This is an optimization exercise on Yosys and OpenROAD, whose aim is small area, a short achievable clock period and few clock cycles, not a production implementation. Function was checked by simulation only, so behaviour that the tests miss may differ from the original. Power is estimated from default activity; no workload was simulated.

==> inputs of run Z <==
// pagerank_top
module pagerank_top (
	input wire clk,
	input wire rst,
	output logic [63:0] m_araddr,
	output logic [2:0] m_arprot,
	output logic m_arvalid,
	input wire m_arready,
	input wire [63:0] m_rdata,
	input wire [1:0] m_rresp,
	input wire m_rvalid,
	output logic m_rready,
	output logic [63:0] m_awaddr,
	output logic [2:0] m_awprot,
	output logic m_awvalid,
	input wire m_awready,
	output logic [63:0] m_wdata,
	output logic [7:0] m_wstrb,
	output logic m_wvalid,
	input wire m_wready,
	input wire [1:0] m_bresp,
	input wire m_bvalid,
	output logic m_bready,
	input wire softreg_req_valid,
	input wire softreg_req_is_write,
	input wire [31:0] softreg_req_addr,
	input wire [63:0] softreg_req_data,
	output logic softreg_resp_valid,
	output logic [63:0] softreg_resp_data
);
	logic vert_valid;
	logic vert_ready;
	logic [10-1:0] vert_in_deg;
	logic [31:0] vert_out_deg;
	logic score_valid;
	logic score_ready;
	logic [63:0] score_data;
	logic res_valid;
	logic res_take;
	logic [63:0] res_data;
	logic rnd_start;
	logic rnd_last;
	logic [7-1:0] wr_acked;
	logic vert_first;
	logic [31:0] rnd_n_vertices;
	logic [31:0] rnd_n_edges;
	logic [63:0] rnd_vert_base;
	logic [63:0] rnd_edge_base;
	logic [63:0] rnd_rd_base;
	logic [63:0] rnd_wr_base;
	logic rnd_round_done;
	pr_control u_control (
		.clk(clk),
		.rst(rst),
		.softreg_req_valid(softreg_req_valid),
		.softreg_req_is_write(softreg_req_is_write),
		.softreg_req_addr(softreg_req_addr),
		.softreg_req_data(softreg_req_data),
		.softreg_resp_valid(softreg_resp_valid),
		.softreg_resp_data(softreg_resp_data),
		.rnd_start(rnd_start),
		.rnd_last(rnd_last),
		.rnd_n_vertices(rnd_n_vertices),
		.rnd_n_edges(rnd_n_edges),
		.rnd_vert_base(rnd_vert_base),
		.rnd_edge_base(rnd_edge_base),
		.rnd_rd_base(rnd_rd_base),
		.rnd_wr_base(rnd_wr_base),
		.rnd_round_done(rnd_round_done)
	);
	pr_mem_reader u_mem_reader (
		.clk(clk),
		.rst(rst),
		.m_araddr(m_araddr),
		.m_arprot(m_arprot),
		.m_arvalid(m_arvalid),
		.m_arready(m_arready),
		.m_rdata(m_rdata),
		.m_rresp(m_rresp),
		.m_rvalid(m_rvalid),
		.m_rready(m_rready),
		.rnd_start(rnd_start),
		.rnd_last(rnd_last),
		.rnd_round_done(rnd_round_done),
		.rnd_n_vertices(rnd_n_vertices),
		.rnd_n_edges(rnd_n_edges),
		.rnd_vert_base(rnd_vert_base),
  ...
Settings: LEC_CHECK=0, CAP_MARGIN=20, CORE_MARGIN=2, CORE_UTILIZATION=40, PLACE_DENSITY=0.6, SLEW_MARGIN=20; clock period 7.0 ns.
run.sh (not shown) runs the stock make flow with config.mk's settings and CLKGATE_MAP_FILE= SYNTH_SCRIPT=/design/flow/synth_recipe.tcl, a recipe that flattens the netlist after the stock synthesis.
==> run C (differences from run Z) <==
--- a/flow/design.v
+++ b/flow/design.v
@@ -1,24 +1,24 @@
 `timescale 1ns/100ps
 `default_nettype none
 module pr_fifo #(
 	parameter int WIDTH = 8,
 	parameter int LOG_DEPTH = 2,
+	parameter int DEPTH = 2**LOG_DEPTH,
 	parameter int SHIFT = 0
 ) (
 	input wire clk,
 	input wire rst,
 	input wire push,
 	input wire [WIDTH-1:0] din,
 	input wire pop,
 	output logic [WIDTH-1:0] dout,
 	output logic empty,
 	output logic [LOG_DEPTH:0] count
 );
-	localparam int DEPTH = 2**LOG_DEPTH;
 	logic [WIDTH-1:0] mem [0:DEPTH-1];
 	assign empty = (count == '0);
 	always_ff @(posedge clk) begin
 		if (rst)
 			count <= '0;
 		else
 			count <= count + (LOG_DEPTH+1)'(push) - (LOG_DEPTH+1)'(pop);
@@ -43,17 +43,17 @@
 		assign dout = mem[rd_ptr];
 		always_ff @(posedge clk) begin
 			if (rst) begin
 				wr_ptr <= '0;
 				rd_ptr <= '0;
 			end else begin
 				if (push)
-					wr_ptr <= wr_ptr + 1'b1;
+					wr_ptr <= (wr_ptr == LOG_DEPTH'(DEPTH - 1)) ? '0 : wr_ptr + 1'b1;
 				if (pop)
-					rd_ptr <= rd_ptr + 1'b1;
+					rd_ptr <= (rd_ptr == LOG_DEPTH'(DEPTH - 1)) ? '0 : rd_ptr + 1'b1;
 			end
 		end
 		always_ff @(posedge clk) begin
 			if (push)
 				mem[wr_ptr] <= din;
 		end
 	end
@@ -75,14 +75,17 @@
 	localparam int W = 8;
 	localparam int KS = 2;
 	localparam int KL = 1;
 	logic [4:0] lz;
 	logic found;
 	logic [63:0] norm;
 	logic pass;
+	logic pow2;
+	logic special;
+	logic [1:0] shift;
 	logic start_narrow;
 	logic [4:0] nibbles;
 	logic [15:0] z4;
 	logic [7:0] z8;
 	logic [3:0] z16;
 	logic z32;
 	logic [63:0] n32;
@@ -102,19 +105,23 @@
 		lz[2] = z32 ? z16[1] : z16[3];
 		n16 = lz[2] ? {n32[47:0], 16'd0} : n32;
 		lz[1] = z8[{~lz[3], ~lz[2], 1'b1}];
 		n8 = lz[1] ? {n16[55:0], 8'd0} : n16;
 		lz[0] = z4[{~lz[3], ~lz[2], ~lz[1], 1'b1}];
 		norm = lz[0] ? {n8[59:0], 4'd0} : n8;
 		found = !(z32 && z16[1] && z16[0]);
-		pass = (divisor == '0) || !found;
+		pow2 = (divisor[31:4] == '0) && ((divisor[3:0] == 4'd1) || (divisor[3:0] == 4'd2)
+			|| (divisor[3:0] == 4'd4) || (divisor[3:0] == 4'd8));
+		special = (divisor == '0) || pow2;
+		shift = {divisor[3] | divisor[2], divisor[3] | divisor[1]};
+		pass = special || !found;
 		start_narrow = (divisor[31:W] == '0);
 		nibbles = 5'd16 - lz;
 	end
-	localparam int NU = 2;
+	localparam int NU = 1;
 	logic [1:0] put_sel;
 	logic [1:0] get_sel;
 	logic [NU-1:0] u_start;
 	logic [NU-1:0] u_ready;
 	logic [NU-1:0] u_done;
 	logic [NU-1:0] u_take;
 	logic [63:0] u_quot [0:NU-1];
@@ -141,15 +148,15 @@
 		end
 	end
 	for (genvar i = 0; i < NU; i++) begin : g_unit
 		pr_div_unit u_unit (
 			.clk(clk),
 			.rst(rst),
 			.start(u_start[i]),
-			.load((divisor == '0) ? dividend : norm),
+			.load(special ? (dividend >> shift) : norm),
 			.divisor(divisor),
 			.pass(pass),
 			.start_narrow(start_narrow),
 			.steps(steps),
 			.ready(u_ready[i]),
 			.done(u_done[i]),
 			.take(u_take[i]),
@@ -393,15 +400,16 @@
 	output logic [31:0] vert_out_deg,
 	output logic score_valid,
 	input wire score_ready,
 	output logic [63:0] score_data
 );
 	localparam int VW = 7;
 	localparam int EW = 10;
-	localparam int VQ = 2;
+	localparam int VQ = 3;
+	localparam int VD = 6;
 	localparam int EQ = 3;
 	localparam int TQ = 3;
 	localparam logic [1:0] TAG_VERT = 2'd0;
 	localparam logic [1:0] TAG_EDGE = 2'd1;
 	localparam logic [1:0] TAG_SCORE = 2'd2;
 	logic active;
 	logic first;
@@ -444,15 +452,15 @@
 		&& (first || ((edge_cnt == rnd_n_edges[EW-1:0]) && (edge_used == '0)));
 	assign next_round = active && round_issued && !ahead;
 	assign slot_free = !m_arvalid || m_arready;
 	assign src_ready = !ahead || ({1'b0, edge_head} < wr_acked);
 	assign can_score = !edge_empty && src_ready;
 	assign can_edge = !first && (edge_cnt != rnd_n_edges[EW-1:0])
 		&& (edge_credit != '0) && !edge_used[EQ];
-	assign can_vert = (vert_cnt != rnd_n_vertices[VW-1:0]) && !vert_used[VQ];
+	assign can_vert = (vert_cnt != rnd_n_vertices[VW-1:0]) && (vert_used != (VQ+1)'(VD));
 	assign issue = slot_free && active && !tag_count[TQ]
 		&& (can_score || can_edge || can_vert);
 	assign issue_score = issue && can_score;
 	assign issue_edge = issue && !can_score && can_edge;
 	assign issue_vert = issue && !can_score && !can_edge;
 	pr_add64 u_add_vert (
 		.a(rnd_vert_base),
@@ -561,15 +569,15 @@
 		.push(issue),
 		.din(tag_in),
 		.pop(rd_take),
 		.dout(tag_out),
 		.empty(tag_empty),
 		.count(tag_count)
 	);
-	pr_fifo #(.WIDTH(1 + EW + 32), .LOG_DEPTH(VQ)) u_vert_fifo (
+	pr_fifo #(.WIDTH(1 + EW + 32), .LOG_DEPTH(VQ), .DEPTH(VD)) u_vert_fifo (
 		.clk(clk),
 		.rst(rst),
 		.push(vert_push),
 		.din({vert_push_first, m_rdata[32+EW-1:32], m_rdata[31:0]}),
 		.pop(vert_valid && vert_ready),
 		.dout({vert_first, vert_in_deg, vert_out_deg}),
 		.empty(vq_empty),
==> results.txt <==
- The simple-gate share of the synthesized area is 0.1327.
- The flow ran to the end and the layout has no timing, DRC or antenna violations.
- The clock network consumes a total of approximately 8700 uW.
- Of all the cell area in the finished design, non-clock buffers hold 0.06163.
- After technology mapping, the gate count stands at 7040.
- In this run the vertical extent of the chip is ~440 microns.
- The analysis attributes to net switching a power of around 9000 uW.
- Summed over all nets, wire length on met2 after detailed routing comes to 114.5 mm.
- The final-layout clock-cell area share is 0.06351.
The numbers above come from run C.

==> results.txt <==
- The worst path needs approximately 5500 ps of the cycle, external delays included.
- The final-layout clock-cell area share is 0.06117.
- The net load switching power is 9404 uW.
- In this run, distinct cell masters in the synthesized netlist total approximately 100.
- After detailed routing, the met2 layer carries approximately 120 mm of wire.
- The run finished with no timing, DRC or antenna violations.
- The simple-gate share of the synthesized area is 0.1462.
- The power dissipated in the clock network is roughly 9000 uW.
- After technology mapping, the gate count stands at between 7k and 8k.
The numbers above come from run Z.

Testbench counts of run Z, summed over its fixed seeds: cycles 22,100.
Testbench counts of run C, summed over its fixed seeds: cycles 20,379.

separate check: timing with driven ports:
No port has a modelled driver above. Below, the same layouts with a new extraction and two added sets of constraints.
Step 1 assumes that a clkbuf_16 drives the clock port and a buf_2 every other input.
Step 2 adds t to the input delays and takes it off the output delays; t is the mean of the earliest and latest rising clock arrival at the registers after step 1. Input paths then give back, and output paths get back, about the clock's delay inside the block.
Slacks: ideal / step 1 / step 2; pairs: ideal / step 1.
run	t (ns)	slack for setup (ns)	clock arrival spread, ns	worst slew at a driven data input, ns	pins driven straight from the clock port
run Z	0.906	1.523 / 1.523 / 0.907	0.038 / 0.038	0.18	1
run C	0.906	1.726 / 1.698 / 0.792	0.068 / 0.067	0.18	1
After both steps every run listed still meets setup and hold. The setup slack of run C, which loses most, moves by -0.028 ns with the drivers and by -0.934 ns with both steps.
